From an optimization exercise on the open Yosys and OpenROAD flow, aimed at small area, a short achievable clock period and few clock cycles per item; shortcuts taken in it are not production practice. The RTL was checked by simulation tests, not by an equivalence proof against the original design. Power is estimated from default activity; no workload was simulated.

[run.sh]
#!/bin/bash
# synth_recipe.tcl (not shown) runs the flow's synth.tcl, then flattens the netlist and writes it again
# the make line also repeats each setting of config.mk as NAME=value (left out here)
make -C /OpenROAD-flow-scripts/flow DESIGN_CONFIG=/design/flow/config.mk WORK_HOME=/design/flow/orfs CLKGATE_MAP_FILE= SYNTH_SCRIPT=/design/flow/synth_recipe.tcl finish
[config.mk]
export PLATFORM = sky130hd
export DESIGN_NAME = circular_deque
export DESIGN_NICKNAME = circular_deque
export VERILOG_FILES = /design/flow/design.v
export SDC_FILE = /design/flow/constraint.sdc
export NUM_CORES = 4
export LEC_CHECK = 0
export CAP_MARGIN = 20
export CORE_MARGIN = 2
export CORE_UTILIZATION = 40
export SETUP_SLACK_MARGIN = 2.5
export SLEW_MARGIN = 20
[constraint.sdc]
create_clock -name core_clock -period 4.5 [get_ports {clk}]
set_input_delay 0.9000 -clock core_clock [delete_from_list [all_inputs] [get_ports {clk}]]
set_output_delay 0.9000 -clock core_clock [all_outputs]
set_load 0.01 [all_outputs]
[design.v]
package dq_pkg;
  localparam int VALUE_W     = 32;
  localparam int STATUS_W    = 2;
  localparam int OPCODE_W    = 3;
  localparam int CAP_W       = 5;
  localparam int MODE_W      = 2;
  localparam int CFG_INDEX_W = 1;
  localparam int CFG_DATA_W  = CAP_W;
  localparam int DEPTH       = 16;
  localparam int IDX_W       = 4;
  localparam logic [OPCODE_W-1:0] OP_PUSH_REAR  = 3'd0;
  localparam logic [OPCODE_W-1:0] OP_PUSH_FRONT = 3'd1;
  localparam logic [OPCODE_W-1:0] OP_POP_FRONT  = 3'd2;
  localparam logic [OPCODE_W-1:0] OP_POP_REAR   = 3'd3;
  localparam logic [OPCODE_W-1:0] OP_PEEK_FRONT = 3'd4;
  localparam logic [OPCODE_W-1:0] OP_PEEK_REAR  = 3'd5;
  localparam logic [OPCODE_W-1:0] OP_STATUS     = 3'd6;
  localparam logic [STATUS_W-1:0] ST_OK          = 2'd0;
  localparam logic [STATUS_W-1:0] ST_FULL        = 2'd1;
  localparam logic [STATUS_W-1:0] ST_EMPTY       = 2'd2;
  localparam logic [STATUS_W-1:0] ST_NOT_ALLOWED = 2'd3;
  localparam logic [MODE_W-1:0] MODE_INPUT_RESTRICTED  = 2'd0;
  localparam logic [MODE_W-1:0] MODE_OUTPUT_RESTRICTED = 2'd1;
  localparam logic [MODE_W-1:0] MODE_UNRESTRICTED      = 2'd2;
  localparam logic [CFG_INDEX_W-1:0] CFG_CAPACITY         = 1'd0;
  localparam logic [CFG_INDEX_W-1:0] CFG_RESTRICTION_MODE = 1'd1;
  localparam logic [CAP_W-1:0]   CAPACITY_RESET = 5'd16;
  localparam logic [VALUE_W-1:0] EMPTY_READ     = '1;
  typedef struct packed {
    logic [OPCODE_W-1:0]       opcode;
    logic signed [VALUE_W-1:0] push_value;
  } in_item_t;
  typedef struct packed {
    logic signed [VALUE_W-1:0] read_value;
    logic [STATUS_W-1:0]       status;
    logic                      is_empty;
    logic                      is_full;
  } out_item_t;
  typedef struct packed {
    logic accept;    
    logic fire;      
    logic r_load;    
    logic o_load;    
    logic o_from_s;  
    logic s_load;    
  } ctrl_cmd_t;
endpackage
module dq_ctrl (
  input  logic              clk,
  input  logic              rst,
  input  logic              in_valid,
  output logic              in_stall,
  output logic              out_valid,
  input  logic              out_stall,
  output dq_pkg::ctrl_cmd_t cmd
);
  logic i_v, r_v, s_v;
  logic adv;
  assign adv      = !out_valid || !out_stall;
  assign in_stall = i_v && r_v && s_v;
  always_comb begin
    cmd.accept   = in_valid && !in_stall;
    cmd.fire     = i_v && !(r_v && s_v);
    cmd.r_load   = cmd.fire;
    cmd.o_load   = adv;
    cmd.o_from_s = s_v;
    cmd.s_load   = !s_v && !adv;
  end
  always_ff @(posedge clk) begin
    if (rst) begin
      i_v       <= 1'b0;
      r_v       <= 1'b0;
      s_v       <= 1'b0;
      out_valid <= 1'b0;
    end else begin
      i_v <= cmd.accept || (i_v && !cmd.fire);
      r_v <= cmd.fire || (r_v && s_v);
      if (adv) begin
        out_valid <= s_v || r_v;
        s_v       <= 1'b0;
      end else begin
        s_v <= s_v || r_v;
      end
    end
  end
endmodule
module dq_datapath (
  input  logic                           clk,
  input  logic                           rst,
  input  dq_pkg::ctrl_cmd_t              cmd,
  input  dq_pkg::in_item_t               in_data,
  input  logic                           cfg_write,
  input  logic [dq_pkg::CFG_INDEX_W-1:0] cfg_index,
  input  logic [dq_pkg::CFG_DATA_W-1:0]  cfg_data,
  output dq_pkg::out_item_t              out_data
);
  localparam int DEPTH = dq_pkg::DEPTH;
  localparam int IDX_W = dq_pkg::IDX_W;
  localparam int VW    = dq_pkg::VALUE_W;
  dq_pkg::in_item_t          item;         
  logic [VW-1:0]             mem [DEPTH];
  logic [IDX_W-1:0]          front, front_m1;    
  logic [IDX_W-1:0]          tail, tail_m1;      
  logic [4:0]                count;
  logic [4:0]                room;
  logic                      empty, full;
  logic [dq_pkg::MODE_W-1:0] mode;
  logic [DEPTH-1:0]          r_sel;        
  logic                      r_ones;       
  logic [3:0]                r_flags;      
  dq_pkg::out_item_t         skid;
  logic op_push_rear, op_push_front, op_pop_front, op_pop_rear;
  logic op_peek_front, op_peek_rear;
  logic refused;
  logic do_push_rear, do_push_front, do_pop_front, do_pop_rear;
  logic rd_front, rd_rear, rd_empty;
  logic inc, dec;
  logic [1:0] status;
  logic empty_n, full_n;
  logic [DEPTH-1:0] dec_front, dec_front_m1, dec_tail, dec_tail_m1;
  logic [DEPTH-1:0] we;
  always_comb begin
    op_push_rear  = item.opcode == dq_pkg::OP_PUSH_REAR;
    op_push_front = item.opcode == dq_pkg::OP_PUSH_FRONT;
    op_pop_front  = item.opcode == dq_pkg::OP_POP_FRONT;
    op_pop_rear   = item.opcode == dq_pkg::OP_POP_REAR;
    op_peek_front = item.opcode == dq_pkg::OP_PEEK_FRONT;
    op_peek_rear  = item.opcode == dq_pkg::OP_PEEK_REAR;
    refused = (op_push_front && mode == dq_pkg::MODE_INPUT_RESTRICTED) ||
              (op_pop_rear && mode == dq_pkg::MODE_OUTPUT_RESTRICTED);
    do_push_rear  = op_push_rear && !full;
    do_push_front = op_push_front && !refused && !full;
    do_pop_front  = op_pop_front && !empty;
    do_pop_rear   = op_pop_rear && !refused && !empty;
    rd_front      = (op_pop_front || op_peek_front) && !empty;
    rd_rear       = ((op_pop_rear && !refused) || op_peek_rear) && !empty;
    rd_empty      = (op_pop_front || op_peek_front || op_peek_rear ||
                     (op_pop_rear && !refused)) && empty;
    inc = do_push_rear || do_push_front;
    dec = do_pop_front || do_pop_rear;
    if (refused) begin
      status = dq_pkg::ST_NOT_ALLOWED;
    end else if ((op_push_rear || op_push_front) && full) begin
      status = dq_pkg::ST_FULL;
    end else if (rd_empty) begin
      status = dq_pkg::ST_EMPTY;
    end else begin
      status = dq_pkg::ST_OK;
    end
    empty_n = inc ? 1'b0 : (dec ? (count == 5'd1) : empty);
    full_n  = dec ? 1'b0 : (inc ? (room == 5'd1) : full);
    for (int i = 0; i < DEPTH; i++) begin
      dec_front[i]    = front == IDX_W'(i);
      dec_front_m1[i] = front_m1 == IDX_W'(i);
      dec_tail[i]     = tail == IDX_W'(i);
      dec_tail_m1[i]  = tail_m1 == IDX_W'(i);
    end
    we = ({DEPTH{cmd.fire && do_push_rear}} & dec_tail) |
         ({DEPTH{cmd.fire && do_push_front}} & dec_front_m1);
  end
  always_ff @(posedge clk) begin
    for (int i = 0; i < DEPTH; i++) begin
      if (we[i]) mem[i] <= item.push_value;
    end
  end
  always_ff @(posedge clk) begin
    if (cmd.accept) item <= in_data;
  end
  always_ff @(posedge clk) begin
    if (cmd.r_load) begin
      r_sel   <= ({DEPTH{rd_front}} & dec_front) | ({DEPTH{rd_rear}} & dec_tail_m1);
      r_ones  <= rd_empty;
      r_flags <= {status, empty_n, full_n};
    end
  end
  logic [4:0] cap_wr;
  always_comb begin
    if (cfg_data == 5'd0)      cap_wr = 5'd1;
    else if (cfg_data > 5'd16) cap_wr = 5'd16;
    else                       cap_wr = cfg_data;
  end
  always_ff @(posedge clk) begin
    if (rst) begin
      front    <= '0;
      front_m1 <= '1;
      tail     <= '0;
      tail_m1  <= '1;
      count    <= '0;
      room     <= dq_pkg::CAPACITY_RESET;
      empty    <= 1'b1;
      full     <= 1'b0;
      mode     <= dq_pkg::MODE_UNRESTRICTED;
    end else begin
      if (cmd.fire) begin
        if (do_push_rear) begin
          tail    <= tail + 1'b1;
          tail_m1 <= tail;
        end
        if (do_push_front) begin
          front    <= front_m1;
          front_m1 <= front_m1 - 1'b1;
        end
        if (do_pop_front) begin
          front    <= front + 1'b1;
          front_m1 <= front;
        end
        if (do_pop_rear) begin
          tail    <= tail_m1;
          tail_m1 <= tail_m1 - 1'b1;
        end
        if (inc) begin
          count <= count + 1'b1;
          room  <= room - 1'b1;
        end
        if (dec) begin
          count <= count - 1'b1;
          room  <= room + 1'b1;
        end
        empty <= empty_n;
        full  <= full_n;
      end
      if (cfg_write) begin
        if (cfg_index == dq_pkg::CFG_CAPACITY) begin
          front    <= '0;
          front_m1 <= '1;
          tail     <= '0;
          tail_m1  <= '1;
          count    <= '0;
          room     <= cap_wr;
          empty    <= 1'b1;
          full     <= 1'b0;
        end else begin
          mode <= cfg_data[dq_pkg::MODE_W-1:0];
        end
      end
    end
  end
  dq_pkg::out_item_t rres;
  always_comb begin
    rres.read_value = {VW{r_ones}};
    for (int i = 0; i < DEPTH; i++) begin
      rres.read_value = rres.read_value | ({VW{r_sel[i]}} & mem[i]);
    end
    {rres.status, rres.is_empty, rres.is_full} = r_flags;
  end
  always_ff @(posedge clk) begin
    if (cmd.s_load) skid <= rres;
    if (cmd.o_load) out_data <= cmd.o_from_s ? skid : rres;
  end
endmodule
module circular_deque #(
  parameter int DEPTH = 16
) (
  input  logic                           clk,
  input  logic                           rst,
  input  logic                           in_valid,
  output logic                           in_stall,
  input  dq_pkg::in_item_t               in_data,
  output logic                           out_valid,
  input  logic                           out_stall,
  output dq_pkg::out_item_t              out_data,
  input  logic                           cfg_write,
  input  logic [dq_pkg::CFG_INDEX_W-1:0] cfg_index,
  input  logic [dq_pkg::CFG_DATA_W-1:0]  cfg_data
);
  dq_pkg::ctrl_cmd_t cmd;
  dq_ctrl u_ctrl (
    .clk       (clk),
    .rst       (rst),
    .in_valid  (in_valid),
    .in_stall  (in_stall),
    .out_valid (out_valid),
    .out_stall (out_stall),
    .cmd       (cmd)
  );
  dq_datapath u_datapath (
    .clk       (clk),
    .rst       (rst),
    .cmd       (cmd),
    .in_data   (in_data),
    .cfg_write (cfg_write),
    .cfg_index (cfg_index),
    .cfg_data  (cfg_data),
    .out_data  (out_data)
  );
endmodule
==> impl_results.html, run 1 <==
<table>
<tr><th>Metric</th><th>Value</th></tr>
<tr><th colspan="2">Hold path</th></tr>
<tr><td>Hold Crit Class</td><td>flip-flop to flip-flop</td></tr>
<tr><td>Worst hold path cell count</td><td>0</td></tr>
<tr><td>Worst min-delay path startpoint</td><td>u_datapath.r_flags[2]</td></tr>
<tr><th colspan="2">Die</th></tr>
<tr><td>Vertical die dimension</td><td>254.0 um</td></tr>
<tr><td>Die Outline Area</td><td>64520 um^2</td></tr>
<tr><td>Placement row count</td><td>91</td></tr>
<tr><td>Overall die width</td><td>254.0 um</td></tr>
<tr><td>Core outline area</td><td>61710 um^2</td></tr>
<tr><td>Number of top-level pins</td><td>84</td></tr>
<tr><td>Initial core utilization</td><td>0.4051</td></tr>
<tr><th colspan="2">Global routing</th></tr>
<tr><td>M2 GR Usage</td><td>0.3574</td></tr>
<tr><td>Busiest layer in global routing</td><td>met2</td></tr>
<tr><td>Global routing met1 resource utilization</td><td>0.3092</td></tr>
<tr><td>Met3 routing resource usage after global routing</td><td>0.03749</td></tr>
<tr><td>All-Layer GR Usage</td><td>0.2247</td></tr>
<tr><td>Pin count of the biggest net entering global routing</td><td>40</td></tr>
<tr><td>Via count of the first global-routing pass</td><td>14.86k</td></tr>
<tr><td>Initial antenna violation count</td><td>0</td></tr>
<tr><td>Final global-route overflow total</td><td>0</td></tr>
<tr><td>Global-route wire length before repair</td><td>103400 um</td></tr>
<tr><th colspan="2">Timing</th></tr>
<tr><td>Final Hold Violating Endpoints</td><td>0</td></tr>
<tr><td>Clock period minus worst slack</td><td>2.402 ns</td></tr>
<tr><td>Final worst-path cycle share</td><td>0.5338</td></tr>
<tr><td>Pins over their slew limit</td><td>0</td></tr>
<tr><td>Worst Tran Pin Value</td><td>0.7021 ns</td></tr>
<tr><td>Slew margin rel.</td><td>0.5319</td></tr>
<tr><td>Total Negative Setup Slacks</td><td>0 ns</td></tr>
<tr><td>Number of failing setup endpoints in the final timing report</td><td>0</td></tr>
<tr><td>Max Clock Freq</td><td>0.4163 GHz</td></tr>
<tr><td>Clock Skew</td><td>0.02868 ns</td></tr>
<tr><td>Post-route worst setup slack</td><td>2.098 ns</td></tr>
<tr><td>Unrepaired setup endpoints after global routing</td><td>yes</td></tr>
<tr><td>Post-Route Hold Slack</td><td>0.4554 ns</td></tr>
<tr><th colspan="2">Clocking</th></tr>
<tr><td>Maximum level of the CTS H-tree</td><td>3</td></tr>
<tr><td>Insertion delay of the later-clocked pin in the worst-skew pair</td><td>0.62 ns</td></tr>
<tr><td>Clock tree from TritonCTS</td><td>built</td></tr>
<tr><td>Hold-fix buffers, CTS</td><td>0</td></tr>
<tr><td>Root buffer selected by CTS</td><td>sky130_fd_sc_hd__clkbuf_16</td></tr>
<tr><td>Number of buffers created by CTS</td><td>70</td></tr>
<tr><td>CTS clk-pin slew, worst paths</td><td>0.06 ns</td></tr>
<tr><td>Sink count of the clock tree</td><td>674</td></tr>
<tr><td>Maximum clock path buffer count</td><td>3</td></tr>
<tr><th colspan="2">Routing</th></tr>
<tr><td>Number of nets with antenna violations after routing</td><td>0</td></tr>
<tr><td>Length of the first detailed-routing pass in iterations</td><td>6</td></tr>
<tr><td>Initial DRC Count</td><td>2583</td></tr>
<tr><td>Detailed Route WL</td><td>79690 um</td></tr>
<tr><td>Routed vias/inst</td><td>6.108</td></tr>
<tr><td>Number of remaining DRC errors</td><td>0</td></tr>
<tr><td>Via count of the routed design</td><td>15.81k</td></tr>
<tr><td>Average detailed-routed wire length per instance</td><td>30.78 um</td></tr>
<tr><th colspan="2">Placement</th></tr>
<tr><td>Worst setup timing slack at the placement stage</td><td>1.197 ns</td></tr>
<tr><td>Final RePlAce weighted congestion</td><td>0.8160</td></tr>
<tr><td>Number of input and output port buffers inserted</td><td>83</td></tr>
<tr><td>Final HPWL DP</td><td>34930 um</td></tr>
<tr><th colspan="2">Setup path</th></tr>
<tr><td>Crit end category</td><td>flip-flop</td></tr>
<tr><td>Peak fanout along the critical path</td><td>8</td></tr>
<tr><td>Cell family with most CP delay</td><td>simple AND/OR/NAND/NOR gates</td></tr>
<tr><td>Crit-path slowest cell</td><td>sky130_fd_sc_hd__or4_4</td></tr>
<tr><td>Arrival @ worst endpoint</td><td>2.72 ns</td></tr>
<tr><td>Start point of the critical path</td><td>u_datapath.item[32]</td></tr>
<tr><td>Crit Reg-Reg Startpoint</td><td>u_datapath.item[32]</td></tr>
<tr><td>Largest stage delay, worst path</td><td>0.59 ns</td></tr>
<tr><td>Number of stages on the worst setup path</td><td>8</td></tr>
<tr><td>Class of the most critical setup path</td><td>flip-flop to flip-flop</td></tr>
<tr><td>CP Data Required Time</td><td>4.82 ns</td></tr>
<tr><td>Sequence of cells on the critical path</td><td>or4_4 &gt; nor2_4 &gt; buf_6 &gt; nand2_4 &gt; o22ai_4 &gt; buf_12 &gt; buf_12 &gt; buf_16</td></tr>
<tr><td>Startpoint type of the worst setup path</td><td>flip-flop</td></tr>
<tr><td>Register-to-Register Path Depth</td><td>8</td></tr>
<tr><td>CP bufs+invs</td><td>4</td></tr>
<tr><td>Most prevalent standard cell on the critical path</td><td>sky130_fd_sc_hd__buf_12</td></tr>
<tr><th colspan="2">Synthesis</th></tr>
<tr><td>Number of synthesized flops with an enable pin</td><td>640</td></tr>
<tr><td>Average footprint of a synthesized cell</td><td>17.88 um^2</td></tr>
<tr><td>Fraction of synthesis flops using an asynchronous set or reset pin</td><td>0</td></tr>
<tr><td>Number of instances in the synthesized netlist</td><td>1398</td></tr>
<tr><td>Most area-hungry cell type in the Yosys netlist</td><td>sky130_fd_sc_hd__edfxtp_1</td></tr>
<tr><td>Cell area after technology mapping</td><td>25000 um^2</td></tr>
<tr><td>Warning count from the yosys run</td><td>3</td></tr>
<tr><td>Number of nets produced by synthesis</td><td>1468</td></tr>
<tr><td>Fraction of synthesized cell area taken by the top area cell type</td><td>0.7687</td></tr>
<tr><td>Total of flip-flops plus latches after synthesis</td><td>674</td></tr>
<tr><td>Portion of the post-synthesis area used by sequential elements</td><td>0.7959</td></tr>
<tr><td>Count of distinct cell types in the synthesized netlist</td><td>65</td></tr>
<tr><td>Top_reg_cell synth</td><td>sky130_fd_sc_hd__edfxtp_1</td></tr>
<tr><td>Leading cell types by total area after synthesis</td><td>sky130_fd_sc_hd__edfxtp_1, sky130_fd_sc_hd__a22oi_1, sky130_fd_sc_hd__dfxtp_1, sky130_fd_sc_hd__mux2_2, sky130_fd_sc_hd__a2111o_1</td></tr>
<tr><th colspan="2">Finish</th></tr>
<tr><td>Layout overhead on the synthesized area</td><td>32.28%</td></tr>
<tr><td>Number of antenna diodes</td><td>0</td></tr>
<tr><td>Post-layout utilization of the core</td><td>0.5359</td></tr>
<tr><td># nets final</td><td>1775</td></tr>
<tr><td>Proportion of layout cells with a drive suffix above 1</td><td>0.2785</td></tr>
<tr><th colspan="2">Power</th></tr>
<tr><td>Largest voltage drop on the vdd net</td><td>0.0002618 V</td></tr>
<tr><td>P_leak</td><td>10.69 nW</td></tr>
<tr><td>PD cells</td><td>392.2 nW/um^2</td></tr>
<tr><th colspan="2">Run status</th></tr>
<tr><td>Status</td><td>complete, no violations</td></tr>
<tr><th colspan="2">Flow run</th></tr>
<tr><td>Max-capacitance violation count</td><td>0</td></tr>
</table>
==> final cells by class <==
cell class                 instances  area (um^2)
clock inverter                    39        292.8
multi-input combinational        636         5404
sequential                       674        19910
tap                              837         1047
fill                            4714        28640
timing repair buffer             303         4486
inverter                          20        82.58
clock buffer                      80         1853
==> state kept, by name, indices dropped and copies added (netlist names), 2 cells and up <==
signal / count
u_datapath.r_flags: 4
u_datapath.item: 35
u_datapath.front: 4
u_datapath.tail_m1: 4
u_datapath.front_m1: 4
u_datapath.out_data: 36
u_datapath.room: 5
u_datapath.mode: 2
u_datapath.count: 5
u_datapath.r_sel: 16
u_datapath.tail: 4
u_datapath.mem: 512
u_datapath.skid: 36
==> cells by family (layout without fill, tap and decap cells) <==
| logic type | Yosys count | after routing | share of synthesized area |
|---|---|---|---|
| muxes | 36 | 36 | 0.01621 |
| and+or+nand+nor | 192 | 193 | 0.04099 |
| AOI/OAI and AO/OA | 375 | 376 | 0.1167 |
| DFF | 674 | 674 | 0.7959 |
| buffers and inverters | 90 | 442 | 0.01576 |
| adders and majority gates | 24 | 24 | 0.01201 |
| xor gates and xnor gates | 7 | 7 | 0.002452 |
==> cell usage in the layout, fill, tap and decap left out, types with 28 or more instances in the layout <==
master / n
sky130_fd_sc_hd__nand4_1: 40
sky130_fd_sc_hd__nand3_1: 32
sky130_fd_sc_hd__buf_2: 36
sky130_fd_sc_hd__o22ai_1: 28
sky130_fd_sc_hd__buf_6: 55
sky130_fd_sc_hd__buf_12: 78
sky130_fd_sc_hd__a2111o_1: 32
sky130_fd_sc_hd__clkdlybuf4s50_1: 44
sky130_fd_sc_hd__edfxtp_1: 640
sky130_fd_sc_hd__buf_4: 30
sky130_fd_sc_hd__a222oi_1: 32
sky130_fd_sc_hd__dfxtp_1: 32
sky130_fd_sc_hd__clkbuf_16: 95
sky130_fd_sc_hd__a22oi_2: 36
sky130_fd_sc_hd__a22oi_1: 161
sky130_fd_sc_hd__nand2_1: 33
==> Yosys cell counts, drive strengths merged, types with 2 or more instances <==
| master | count |
|---|---|
| nand2 | 45 |
| o21ai | 12 |
| nor2 | 22 |
| a21oi | 26 |
| a22oi | 197 |
| o22ai | 45 |
| dfxtp | 34 |
| edfxtp | 640 |
| xnor2 | 6 |
| nand3b | 2 |
| a32oi | 2 |
| nand2b | 12 |
| clkbuf | 52 |
| inv | 20 |
| a31oi | 2 |
| or2 | 3 |
| a222oi | 32 |
| nand3 | 38 |
| and3 | 2 |
| o21a | 3 |
| a211oi | 4 |
| mux2 | 36 |
| o32ai | 2 |
| nor3 | 9 |
| a21boi | 2 |
| ha | 24 |
| nor3b | 3 |
| nand4 | 40 |
| buf | 18 |
| a2111o | 32 |
| nor2b | 2 |
| and2 | 5 |
| o211ai | 5 |
| or4 | 3 |
| nor4 | 2 |
==> report_power, final <==
group | total (mW) | internal, mW | switching, mW
registers | 7.01 | 6.91 | 0.100
logic | 0.424 | 0.180 | 0.245
clock network | 5.54 | 3.17 | 2.37
total | 13.0 | 10.3 | 2.72
==> routing by layer <==
layer,vias to the layer above,routed length [um]
met5,-,0
met4,0,3639
met3,176,8775
met2,1099,37710
met1,8043,29570
li1,6496,-
==> path summary, 6_finish.rpt <==
kind	endpoint	slack [ns]
worst min-delay path	u_datapath.skid[2]	0.46
worst max-delay path	u_datapath.mem[14][23]	2.10
worst max register to register	u_datapath.mem[14][23]	2.10
worst min register to register	u_datapath.skid[2]	0.46
==> per-stage QoR <==
step	area [um^2]	total power, mW	cells
floorplan	25310	7.261	1398
global placement	27170	7.439	2286
detailed placement	27170	7.447	2286
CTS	31800	12.96	2533
global route	33070	13.29	2589
finish	33070	12.97	2589
==> repair_timing <==
item	in CTS	in global routing
pin swaps	73	72
buffers inserted	101	26
resized for setup	367	75
setup endpoints to repair	661	629
hold endpoints to repair	0	0
cloned	27	30
Testbench counts, summed over its fixed seeds: cycles 19,296, items 19,200.
==> run 2, diff against run 1 <==
--- a/config.mk
+++ b/config.mk
@@ -8,5 +8,4 @@
 export CAP_MARGIN = 20
 export CORE_MARGIN = 2
 export CORE_UTILIZATION = 40
-export SETUP_SLACK_MARGIN = 2.5
 export SLEW_MARGIN = 20
==> impl_results.html, run 2 <==
<table>
<tr><th>Metric</th><th>Value</th></tr>
<tr><th colspan="2">Synthesis</th></tr>
<tr><td>Count of distinct cell types in the synthesized netlist</td><td>65 (unchanged)</td></tr>
<tr><td>Portion of the post-synthesis area used by sequential elements</td><td>0.7959 (unchanged)</td></tr>
<tr><td>Number of instances in the synthesized netlist</td><td>1398 (unchanged)</td></tr>
<tr><td>Fraction of synthesized cell area taken by the top area cell type</td><td>0.7687 (unchanged)</td></tr>
<tr><td>Warning count from the yosys run</td><td>3 (unchanged)</td></tr>
<tr><td>Number of synthesized flops with an enable pin</td><td>640 (unchanged)</td></tr>
<tr><td>Number of nets produced by synthesis</td><td>1468 (unchanged)</td></tr>
<tr><td>Cell area after technology mapping</td><td>25000 um^2 (unchanged)</td></tr>
<tr><td>Dominant cell by count in the synthesized netlist</td><td>sky130_fd_sc_hd__edfxtp_1</td></tr>
<tr><td>Fraction of synthesis flops using an asynchronous set or reset pin</td><td>0 (unchanged)</td></tr>
<tr><td>Total of flip-flops plus latches after synthesis</td><td>674 (unchanged)</td></tr>
<tr><td>Most area-hungry cell type in the Yosys netlist</td><td>sky130_fd_sc_hd__edfxtp_1</td></tr>
<tr><td>Leading cell types by total area after synthesis</td><td>sky130_fd_sc_hd__edfxtp_1, sky130_fd_sc_hd__a22oi_1, sky130_fd_sc_hd__dfxtp_1, sky130_fd_sc_hd__mux2_2, sky130_fd_sc_hd__a2111o_1</td></tr>
<tr><td>Average footprint of a synthesized cell</td><td>17.88 um^2 (unchanged)</td></tr>
<tr><td>Top_reg_cell synth</td><td>sky130_fd_sc_hd__edfxtp_1</td></tr>
<tr><td>Most used standard cells in the synthesized netlist</td><td>sky130_fd_sc_hd__edfxtp_1, sky130_fd_sc_hd__a22oi_1, sky130_fd_sc_hd__clkbuf_1</td></tr>
<tr><th colspan="2">Setup path</th></tr>
<tr><td>CP Data Required Time</td><td>4.78 ns (-0.04 ns)</td></tr>
<tr><td>Arrival @ worst endpoint</td><td>3.63 ns (+0.91 ns)</td></tr>
<tr><td>Peak fanout along the critical path</td><td>21 (+13)</td></tr>
<tr><td>Worst R2R Setup Slack</td><td>1.15 ns (-0.95 ns)</td></tr>
<tr><td>Crit end category</td><td>flip-flop</td></tr>
<tr><td>Class of the most critical setup path</td><td>flip-flop to flip-flop</td></tr>
<tr><td>Startpoint type of the worst setup path</td><td>flip-flop</td></tr>
<tr><th colspan="2">Placement</th></tr>
<tr><td>Final RePlAce weighted congestion</td><td>0.8542 (+4.7%)</td></tr>
<tr><td>Number of input and output port buffers inserted</td><td>83 (unchanged)</td></tr>
<tr><td>Final HPWL DP</td><td>35210 um (+0.78%)</td></tr>
<tr><td>Worst setup timing slack at the placement stage</td><td>1.158 ns (-0.03958 ns)</td></tr>
<tr><th colspan="2">Clocking</th></tr>
<tr><td>CTS clk-pin slew, worst paths</td><td>0.06 ns (about the same)</td></tr>
<tr><td>Post-CTS setup repair buffer count</td><td>0 (-100%)</td></tr>
<tr><td>Sink count of the clock tree</td><td>674 (unchanged)</td></tr>
<tr><td>Hold-fix buffers, CTS</td><td>0 (unchanged)</td></tr>
<tr><td>Clock tree from TritonCTS</td><td>built</td></tr>
<tr><td>Post-cts gate resize count</td><td>0 (-100%)</td></tr>
<tr><td>Maximum clock path buffer count</td><td>3 (unchanged)</td></tr>
<tr><td>Maximum level of the CTS H-tree</td><td>3 (unchanged)</td></tr>
<tr><td>Insertion delay of the later-clocked pin in the worst-skew pair</td><td>0.59 ns (-0.03 ns)</td></tr>
<tr><td>Number of buffers created by CTS</td><td>69 (-1.4%)</td></tr>
<tr><td>Root buffer selected by CTS</td><td>sky130_fd_sc_hd__clkbuf_16</td></tr>
<tr><th colspan="2">Hold path</th></tr>
<tr><td>Hold Crit Class</td><td>flip-flop to flip-flop</td></tr>
<tr><th colspan="2">Power</th></tr>
<tr><td>Largest voltage drop on the vdd net</td><td>0.0002334 V (-11%)</td></tr>
<tr><td>P_leak</td><td>9.004 nW (-16%)</td></tr>
<tr><td>PD cells</td><td>431.5 nW/um^2 (+10%)</td></tr>
<tr><td>Post-layout power</td><td>12.59 mW (-2.9%)</td></tr>
<tr><th colspan="2">Die</th></tr>
<tr><td>Vertical die dimension</td><td>254.0 um (unchanged)</td></tr>
<tr><td>Placement row count</td><td>91 (unchanged)</td></tr>
<tr><td>Number of top-level pins</td><td>84 (unchanged)</td></tr>
<tr><td>Initial core utilization</td><td>0.4051 (unchanged)</td></tr>
<tr><td>Core outline area</td><td>61710 um^2 (unchanged)</td></tr>
<tr><td>Die Outline Area</td><td>64520 um^2 (unchanged)</td></tr>
<tr><td>Overall die width</td><td>254.0 um (unchanged)</td></tr>
<tr><th colspan="2">Finish</th></tr>
<tr><td>Largest registers</td><td>u_datapath.mem: 512 flops, u_datapath.out_data: 36 flops, u_datapath.skid: 36 flops</td></tr>
<tr><td># nets final</td><td>1597 (-10%)</td></tr>
<tr><td>Most frequent standard cell in the layout excluding fill and tap cells</td><td>sky130_fd_sc_hd__edfxtp_1</td></tr>
<tr><td>Max FFs per register</td><td>512 (unchanged)</td></tr>
<tr><td>Layout overhead on the synthesized area</td><td>16.76%</td></tr>
<tr><td>Commonest cells after routing, fill and taps aside</td><td>sky130_fd_sc_hd__edfxtp_1, sky130_fd_sc_hd__a22oi_1, sky130_fd_sc_hd__clkdlybuf4s50_1</td></tr>
<tr><td>Number of antenna diodes</td><td>0 (unchanged)</td></tr>
<tr><td>Top reg by flops</td><td>u_datapath.mem</td></tr>
<tr><td>Proportion of layout cells with a drive suffix above 1</td><td>0.1295 (-0.1490)</td></tr>
<tr><th colspan="2">Global routing</th></tr>
<tr><td>Pin count of the biggest net entering global routing</td><td>41 (+2.5%)</td></tr>
<tr><td>Global-route wire length before repair</td><td>92120 um (-11%)</td></tr>
<tr><td>Via count of the first global-routing pass</td><td>14.11k (-5.1%)</td></tr>
<tr><td>All-Layer GR Usage</td><td>0.1952 (-0.02946)</td></tr>
<tr><td>Final global-route overflow total</td><td>0 (unchanged)</td></tr>
<tr><td>Initial antenna violation count</td><td>0 (unchanged)</td></tr>
<tr><th colspan="2">Timing</th></tr>
<tr><td>Final Hold Violating Endpoints</td><td>0 (unchanged)</td></tr>
<tr><td>Clock Skew</td><td>0.01697 ns (-0.01171 ns)</td></tr>
<tr><td>Number of failing setup endpoints in the final timing report</td><td>0 (unchanged)</td></tr>
<tr><td>Post-route worst setup slack</td><td>1.147 ns (-0.9506 ns)</td></tr>
<tr><td>Pins over their slew limit</td><td>0 (unchanged)</td></tr>
<tr><td>Slew margin rel.</td><td>0.2674 (-0.2646)</td></tr>
<tr><td>Worst Tran Pin Value</td><td>1.099 ns (+0.3969 ns)</td></tr>
<tr><td>Unrepaired setup endpoints after global routing</td><td>no</td></tr>
<tr><td>Max Clock Freq</td><td>0.2983 GHz (-28%)</td></tr>
<tr><td>Final worst-path cycle share</td><td>0.7450 (+0.2112)</td></tr>
<tr><td>Total Negative Setup Slacks</td><td>0 ns (unchanged)</td></tr>
<tr><td>Clock period minus worst slack</td><td>3.353 ns (+0.9506 ns)</td></tr>
<tr><th colspan="2">Routing</th></tr>
<tr><td>Number of nets with antenna violations after routing</td><td>0 (unchanged)</td></tr>
<tr><td>Length of the first detailed-routing pass in iterations</td><td>8 (+2)</td></tr>
<tr><td>Routed vias/inst</td><td>5.777 (-5.4%)</td></tr>
<tr><td>Initial DRC Count</td><td>1451 (-44%)</td></tr>
<tr><td>Detailed Route WL</td><td>62610 um (-21%)</td></tr>
<tr><td>Via count of the routed design</td><td>13.93k (-12%)</td></tr>
<tr><td>Number of remaining DRC errors</td><td>0 (unchanged)</td></tr>
<tr><td>Average detailed-routed wire length per instance</td><td>25.96 um (-16%)</td></tr>
<tr><th colspan="2">Run status</th></tr>
<tr><td>Status</td><td>complete, no violations</td></tr>
<tr><th colspan="2">Flow run</th></tr>
<tr><td>Max-capacitance violation count</td><td>0 (unchanged)</td></tr>
</table>
-- run 2: changes by cell type in the layout (fill, tap and decap cells not counted), moves of 11 or more --
cell,previous run,this run
sky130_fd_sc_hd__a22oi_1,161,197
sky130_fd_sc_hd__buf_8,11,0
sky130_fd_sc_hd__a22oi_2,36,0
sky130_fd_sc_hd__nand2_1,33,44
sky130_fd_sc_hd__clkbuf_16,95,71
sky130_fd_sc_hd__clkbuf_1,7,19
sky130_fd_sc_hd__clkdlybuf4s50_1,44,83
sky130_fd_sc_hd__buf_12,78,0
sky130_fd_sc_hd__buf_2,36,0
sky130_fd_sc_hd__buf_4,30,45
sky130_fd_sc_hd__buf_16,23,0
sky130_fd_sc_hd__buf_6,55,0
-- run 2: final timing paths --
path	from	to	cells after the start
max	u_datapath.item[33]	u_datapath.mem[14][18]	6
min	u_datapath.r_flags[3]	u_datapath.skid[3]	0
max reg2reg	u_datapath.item[33]	u_datapath.mem[14][18]	6
min reg2reg	u_datapath.r_flags[3]	u_datapath.skid[3]	0
-- run 2: power breakdown --
group / total (mW) / leakage, nW / internal [mW] / switching [mW]
logic: 0.303 / 1.96 / 0.111 / 0.192
registers: 7.01 / 6.04 / 6.91 / 0.0992
clock network: 5.28 / 1.01 / 3.02 / 2.27
-- run 2: cell families after synthesis --
logic type	count (synthesis)	synth area share
DFF	674	0.7959
muxes	36	0.01621
buffers and inverters	90	0.01576
adders and majority gates	24	0.01201
AOI/OAI and AO/OA	375	0.1167
xor gates and xnor gates	7	0.002452
and+or+nand+nor	192	0.04099
-- run 2: stage by stage --
step	cell area (um^2)	std cells	util	hold WS, ns
2_1_floorplan	25000	1398	-	0.4222
3_3_place_gp	27140	2293	0.4397	0.4329
3_5_place_dp	27140	2293	0.4397	0.4355
4_1_cts	29190	2412	0.4729	0.4479
5_1_grt	29190	2412	0.4730	0.4650
6_report	29190	2412	0.4730	0.4510
-- run 2: final cells by class --
type | count | area, um^2
flip-flops and latches | 674 | 19900
clock buffers | 91 | 1862
fillers | 5261 | 32520
clock inverters | 28 | 186.4
repair buffers | 128 | 1169
well taps | 837 | 1047
multi-input cells | 634 | 4951
inverters | 20 | 75.07
-- run 2: critical path, stage by stage (launching register included) --
cell and delay (ns):
sky130_fd_sc_hd__edfxtp_1 0.55, sky130_fd_sc_hd__nor3_4 0.31, sky130_fd_sc_hd__o211ai_1 0.31, sky130_fd_sc_hd__nor2_1 0.33, sky130_fd_sc_hd__nand2_1 0.30, sky130_fd_sc_hd__o22ai_4 0.89
sky130_fd_sc_hd__buf_4 0.34
-- run 2: layer usage --
layer / up-vias / wire, um / GRT usage
met5: - / 0 / 0
met3: 96 / 4569 / 0.02807
met2: 610 / 29990 / 0.3154
met4: 0 / 1649 / 0.06487
li1: 6100 / - / -
met1: 7128 / 26400 / 0.2725
==> run 3, diff against run 2 <==
--- a/config.mk
+++ b/config.mk
@@ -5,7 +5,9 @@
 export SDC_FILE = /design/flow/constraint.sdc
 export NUM_CORES = 4
 export LEC_CHECK = 0
+export ABC_CLOCK_PERIOD_IN_PS = 2000
 export CAP_MARGIN = 20
 export CORE_MARGIN = 2
-export CORE_UTILIZATION = 40
+export CORE_UTILIZATION = 60
+export SETUP_SLACK_MARGIN = 2.5
 export SLEW_MARGIN = 20
==> impl_results.html, run 3 <==
<table>
<tr><th>Metric</th><th>Value</th></tr>
<tr><th colspan="2">Finish</th></tr>
<tr><td>Top reg by flops</td><td>u_datapath.mem</td></tr>
<tr><td>Proportion of layout cells with a drive suffix above 1</td><td>0.3010 (+0.1715)</td></tr>
<tr><td>Register Area</td><td>19910 um^2 (about the same)</td></tr>
<tr><td>Largest registers</td><td>u_datapath.mem: 512 flops, u_datapath.out_data: 36 flops, u_datapath.skid: 36 flops</td></tr>
<tr><td>Area of the multi-input gates</td><td>5557 um^2 (+12%)</td></tr>
<tr><td>Commonest cells after routing, fill and taps aside</td><td>sky130_fd_sc_hd__edfxtp_1, sky130_fd_sc_hd__a22oi_1, sky130_fd_sc_hd__clkbuf_16</td></tr>
<tr><td>Number of inserted filler cells in the final layout</td><td>2122 (-60%)</td></tr>
<tr><td>Non-Filler Instances</td><td>2317 (-3.9%)</td></tr>
<tr><td># nets final</td><td>1806 (+13%)</td></tr>
<tr><td>Most frequent standard cell in the layout excluding fill and tap cells</td><td>sky130_fd_sc_hd__edfxtp_1</td></tr>
<tr><td>Layout overhead on the synthesized area</td><td>30.74%</td></tr>
<tr><td>Max FFs per register</td><td>512 (unchanged)</td></tr>
<tr><td>Area of all placed cells without fillers</td><td>32690 um^2 (+12%)</td></tr>
<tr><th colspan="2">Placement</th></tr>
<tr><td>Final RePlAce weighted congestion</td><td>0.8938 (+4.6%)</td></tr>
<tr><td>Cells after DPL</td><td>1986 (-13%)</td></tr>
<tr><td>Area of placed instances</td><td>26820 um^2 (-1.2%)</td></tr>
<tr><td>Number of input and output port buffers inserted</td><td>83 (unchanged)</td></tr>
<tr><td>Worst setup timing slack at the placement stage</td><td>1.232 ns (+0.07479 ns)</td></tr>
<tr><td>Final HPWL DP</td><td>36820 um (+4.6%)</td></tr>
<tr><th colspan="2">Timing</th></tr>
<tr><td>Max Clock Freq</td><td>0.4001 GHz (+34%)</td></tr>
<tr><td>Final worst-path cycle share</td><td>0.5554 (-0.1896)</td></tr>
<tr><td>Clock period minus worst slack</td><td>2.499 ns (-0.8532 ns)</td></tr>
<tr><td>Post-route worst setup slack</td><td>2.001 ns (+0.8532 ns)</td></tr>
<tr><td>Pins over their slew limit</td><td>0 (unchanged)</td></tr>
<tr><td>Final Hold Violating Endpoints</td><td>0 (unchanged)</td></tr>
<tr><td>Unrepaired setup endpoints after global routing</td><td>yes</td></tr>
<tr><td>Clock Skew</td><td>0.03036 ns (+0.01339 ns)</td></tr>
<tr><td>Number of failing setup endpoints in the final timing report</td><td>0 (unchanged)</td></tr>
<tr><td>Slew margin rel.</td><td>0.4272 (+0.1598)</td></tr>
<tr><td>Worst Tran Pin Value</td><td>0.8592 ns (-0.2397 ns)</td></tr>
<tr><td>Total Negative Setup Slacks</td><td>0 ns (unchanged)</td></tr>
<tr><th colspan="2">Clocking</th></tr>
<tr><td>Hold-fix buffers, CTS</td><td>0 (unchanged)</td></tr>
<tr><td>Maximum clock path buffer count</td><td>3 (unchanged)</td></tr>
<tr><td>Maximum level of the CTS H-tree</td><td>3 (unchanged)</td></tr>
<tr><td>Clock tree from TritonCTS</td><td>built</td></tr>
<tr><td>CTS clk-pin slew, worst paths</td><td>0.07 ns (about the same)</td></tr>
<tr><td>Root buffer selected by CTS</td><td>sky130_fd_sc_hd__clkbuf_16</td></tr>
<tr><td>Insertion delay of the later-clocked pin in the worst-skew pair</td><td>0.62 ns (+0.03 ns)</td></tr>
<tr><td>Number of buffers created by CTS</td><td>68 (-1.4%)</td></tr>
<tr><td>Sink count of the clock tree</td><td>674 (unchanged)</td></tr>
<tr><th colspan="2">Synthesis</th></tr>
<tr><td>Total of flip-flops plus latches after synthesis</td><td>674 (unchanged)</td></tr>
<tr><td>Number of nets produced by synthesis</td><td>1468 (unchanged)</td></tr>
<tr><td>Synth Area in Adders</td><td>0.01201 (unchanged)</td></tr>
<tr><td>Count of distinct cell types in the synthesized netlist</td><td>65 (unchanged)</td></tr>
<tr><td>Fraction of synthesis flops using an asynchronous set or reset pin</td><td>0 (unchanged)</td></tr>
<tr><td>Xor and xnor fraction of the mapped netlist area</td><td>0.002452 (unchanged)</td></tr>
<tr><td>Average footprint of a synthesized cell</td><td>17.88 um^2 (unchanged)</td></tr>
<tr><td>Leading cell types by total area after synthesis</td><td>sky130_fd_sc_hd__edfxtp_1, sky130_fd_sc_hd__a22oi_1, sky130_fd_sc_hd__dfxtp_1, sky130_fd_sc_hd__mux2_2, sky130_fd_sc_hd__a2111o_1</td></tr>
<tr><td>Synthesized-area fraction occupied by and/or/nand/nor cells</td><td>0.04099 (unchanged)</td></tr>
<tr><td>Portion of the post-synthesis area used by sequential elements</td><td>0.7959 (unchanged)</td></tr>
<tr><td>Dominant combinational cell family by area after synthesis</td><td>compound AO/OA/AOI/OAI gates</td></tr>
<tr><td>Mux share of post-synthesis cell area</td><td>0.01621 (unchanged)</td></tr>
<tr><td>Dominant cell by count in the synthesized netlist</td><td>sky130_fd_sc_hd__edfxtp_1</td></tr>
<tr><td>Number of instances in the synthesized netlist</td><td>1398 (unchanged)</td></tr>
<tr><td>Cell area after technology mapping</td><td>25000 um^2 (unchanged)</td></tr>
<tr><td>Fraction of synthesized cell area taken by the top area cell type</td><td>0.7687 (unchanged)</td></tr>
<tr><td>Warning count from the yosys run</td><td>3 (unchanged)</td></tr>
<tr><td>Synth Area in Compound Gates</td><td>0.1167 (unchanged)</td></tr>
<tr><td>Number of synthesized flops with an enable pin</td><td>640 (unchanged)</td></tr>
<tr><td>Most area-hungry cell type in the Yosys netlist</td><td>sky130_fd_sc_hd__edfxtp_1</td></tr>
<tr><td>Top_reg_cell synth</td><td>sky130_fd_sc_hd__edfxtp_1</td></tr>
<tr><td>Most used standard cells in the synthesized netlist</td><td>sky130_fd_sc_hd__edfxtp_1, sky130_fd_sc_hd__a22oi_1, sky130_fd_sc_hd__clkbuf_1</td></tr>
<tr><th colspan="2">Routing</th></tr>
<tr><td>Average detailed-routed wire length per instance</td><td>33.62 um (+30%)</td></tr>
<tr><td>Length of the first detailed-routing pass in iterations</td><td>6 (-2)</td></tr>
<tr><td>Number of nets with antenna violations after routing</td><td>0 (unchanged)</td></tr>
<tr><td>Detailed Route WL</td><td>77900 um (+24%)</td></tr>
<tr><td>Via count of the routed design</td><td>16.28k (+17%)</td></tr>
<tr><td>Routed vias/inst</td><td>7.027 (+22%)</td></tr>
<tr><td>Number of remaining DRC errors</td><td>0 (unchanged)</td></tr>
<tr><td>Initial DRC Count</td><td>2775 (+91%)</td></tr>
<tr><th colspan="2">Hold path</th></tr>
<tr><td>Worst min-delay path startpoint</td><td>u_datapath.r_flags[1]</td></tr>
<tr><td>Worst hold path cell count</td><td>0 (unchanged)</td></tr>
<tr><td>Hold Crit Class</td><td>flip-flop to flip-flop</td></tr>
<tr><th colspan="2">Global routing</th></tr>
<tr><td>Global-route wire length before repair</td><td>106000 um (+15%)</td></tr>
<tr><td>Global routing met1 resource utilization</td><td>0.4741 (+0.2016)</td></tr>
<tr><td>Pin count of the biggest net entering global routing</td><td>39 (-4.9%)</td></tr>
<tr><td>M2 GR Usage</td><td>0.5421 (+0.2267)</td></tr>
<tr><td>Initial antenna violation count</td><td>1 (+1)</td></tr>
<tr><td>Via count of the first global-routing pass</td><td>15.33k (+8.7%)</td></tr>
<tr><td>Busiest layer in global routing</td><td>met2</td></tr>
<tr><td>All-Layer GR Usage</td><td>0.3446 (+0.1494)</td></tr>
<tr><td>Met3 routing resource usage after global routing</td><td>0.06672 (+0.03865)</td></tr>
<tr><td>Final global-route overflow total</td><td>0 (unchanged)</td></tr>
<tr><th colspan="2">Setup path</th></tr>
<tr><td>Class of the most critical setup path</td><td>flip-flop to flip-flop</td></tr>
<tr><td>Start point of the critical path</td><td>u_datapath.r_sel[10]</td></tr>
<tr><td>Peak fanout along the critical path</td><td>16 (-24%)</td></tr>
<tr><td>Register-to-Register Path Depth</td><td>5 (-1)</td></tr>
<tr><td>Crit Reg-Reg Startpoint</td><td>u_datapath.r_sel[10]</td></tr>
<tr><td>Crit end category</td><td>flip-flop</td></tr>
<tr><td>Worst R2R Setup Slack</td><td>2.00 ns (+0.85 ns)</td></tr>
<tr><td>Startpoint type of the worst setup path</td><td>flip-flop</td></tr>
<tr><td>Worst setup path endpoint</td><td>u_datapath.out_data[10]</td></tr>
<tr><td>CP Data Required Time</td><td>4.86 ns (+0.08 ns)</td></tr>
<tr><td>Arrival @ worst endpoint</td><td>2.85 ns (-0.78 ns)</td></tr>
<tr><td>FF-to-FF End</td><td>u_datapath.out_data[10]</td></tr>
<tr><th colspan="2">Die</th></tr>
<tr><td>Overall die width</td><td>208.1 um (-18%)</td></tr>
<tr><td>Number of top-level pins</td><td>84 (unchanged)</td></tr>
<tr><td>Die Outline Area</td><td>43320 um^2 (-33%)</td></tr>
<tr><td>Vertical die dimension</td><td>208.1 um (-18%)</td></tr>
<tr><td>Placement row count</td><td>74 (-19%)</td></tr>
<tr><td>Initial core utilization</td><td>0.6095 (+0.2044)</td></tr>
<tr><td>Core outline area</td><td>41020 um^2 (-34%)</td></tr>
<tr><th colspan="2">Run status</th></tr>
<tr><td>Status</td><td>complete, no violations</td></tr>
<tr><th colspan="2">Power</th></tr>
<tr><td>P_leak</td><td>10.74 nW (+19%)</td></tr>
<tr><td>Largest voltage drop on the vdd net</td><td>0.0003648 V (+56%)</td></tr>
<tr><td>PD cells</td><td>394.3 nW/um^2 (-8.6%)</td></tr>
<tr><th colspan="2">Flow run</th></tr>
<tr><td>Max-capacitance violation count</td><td>0 (unchanged)</td></tr>
</table>
-- run 3: critical path: stages, from the launching register on --
cell                       delay [ns]
sky130_fd_sc_hd__edfxtp_1        0.47
sky130_fd_sc_hd__buf_12          0.20
sky130_fd_sc_hd__a222oi_1        0.55
sky130_fd_sc_hd__nand3_1         0.26
sky130_fd_sc_hd__a2111o_1        0.45
sky130_fd_sc_hd__mux2_2          0.28
-- run 3: layout make-up --
class / count / area share
Timing Repair Buffer: 333 / 0.1336
Tap cell: 532 / 0.02036
Antenna cell: 1 / 0.00007656
Multi-Input combinational cell: 639 / 0.1700
Clock buffer: 81 / 0.05355
Inverter: 20 / 0.002526
Clock inverter: 37 / 0.01076
Sequential cell: 674 / 0.6091
-- run 3: metrics by stage --
stage	total power [mW]	util	hold WS, ns
2_1_floorplan	7.261	-	0.4222
3_3_place_gp	7.443	0.6538	0.4314
3_5_place_dp	7.448	0.6538	0.4405
4_1_cts	12.81	0.7714	0.4491
5_1_grt	13.16	0.7968	0.4788
6_report	12.89	0.7969	0.4670
-- run 3: worst min path at each step --
stage / slack (ns) / end
floorplan: 0.42 / u_datapath.skid[0]
global placement: 0.43 / u_datapath.skid[2]
detailed placement: 0.44 / u_datapath.skid[2]
CTS: 0.45 / u_datapath.skid[2]
global route: 0.48 / u_datapath.skid[2]
finish: 0.47 / u_datapath.skid[1]
-- run 3: kinds of logic (layout without fill, tap and decap cells) --
family / count (synthesis) / in the layout
flops: 674 / 674
other cells: 0 / 1
buf+inv: 90 / 471
compound gates: 375 / 379
mux: 36 / 36
fa+ha+maj: 24 / 24
xor+xnor: 7 / 7
simple gates: 192 / 193
-- run 3: per-layer routing --
metal,vias to the layer above,part of all wire
met3,223,0.11
met2,1263,0.48
met5,-,0
li1,6559,-
met4,0,0.048
met1,8237,0.37
-- run 3: repair_timing --
| item | 4_1_cts | 5_1_grt |
|---|---|---|
| hold endpoints to repair | 0 | 0 |
| pin swaps | 65 | 71 |
| gates resized for setup | 384 | 102 |
| gates cloned | 36 | 13 |
| buffers inserted | 133 | 30 |
| setup endpoints to repair | 676 | 679 |
-- run 3: report_power, final --
group / internal, mW / total (mW) / switching, mW
Sequential: 6.91 / 7.01 / 0.108
Combinational: 0.177 / 0.423 / 0.246
Clock: 3.04 / 5.45 / 2.41

-- port drivers added, routing unchanged --
The results above use ideal ports. As a check the final layouts listed here were re-extracted and re-timed, cells and wires unchanged. Step 1 assumes that a clkbuf_16 drives the clock port and a buf_2 every other input. Step 2 moves the port delays by t, midway between the first and last clock arrival at a register: inputs arrive t later, outputs are due t later. That takes back most of the time a late clock gives input paths. Slacks: no drivers / after step 1 / after step 2; pairs: no drivers / after step 1.
run | t, ns | setup slack, ns | hold slack, ns | worst setup path at the end | clock arrival spread, ns
run 1 | 0.665 | 2.098 / 2.098 / 1.978 | 0.455 / 0.455 / 0.455 | input to register | 0.028 / 0.029
run 2 | 0.637 | 1.147 / 1.147 / 1.147 | 0.451 / 0.451 / 0.451 | register to register | 0.018 / 0.017
run 3 | 0.665 | 2.001 / 2.001 / 1.902 | 0.467 / 0.467 / 0.467 | input to register | 0.033 / 0.033
After both steps setup and hold are still met in every run listed. The setup slack of run 1, which loses most, moves by 0.000 ns with the drivers and by -0.120 ns with both steps.
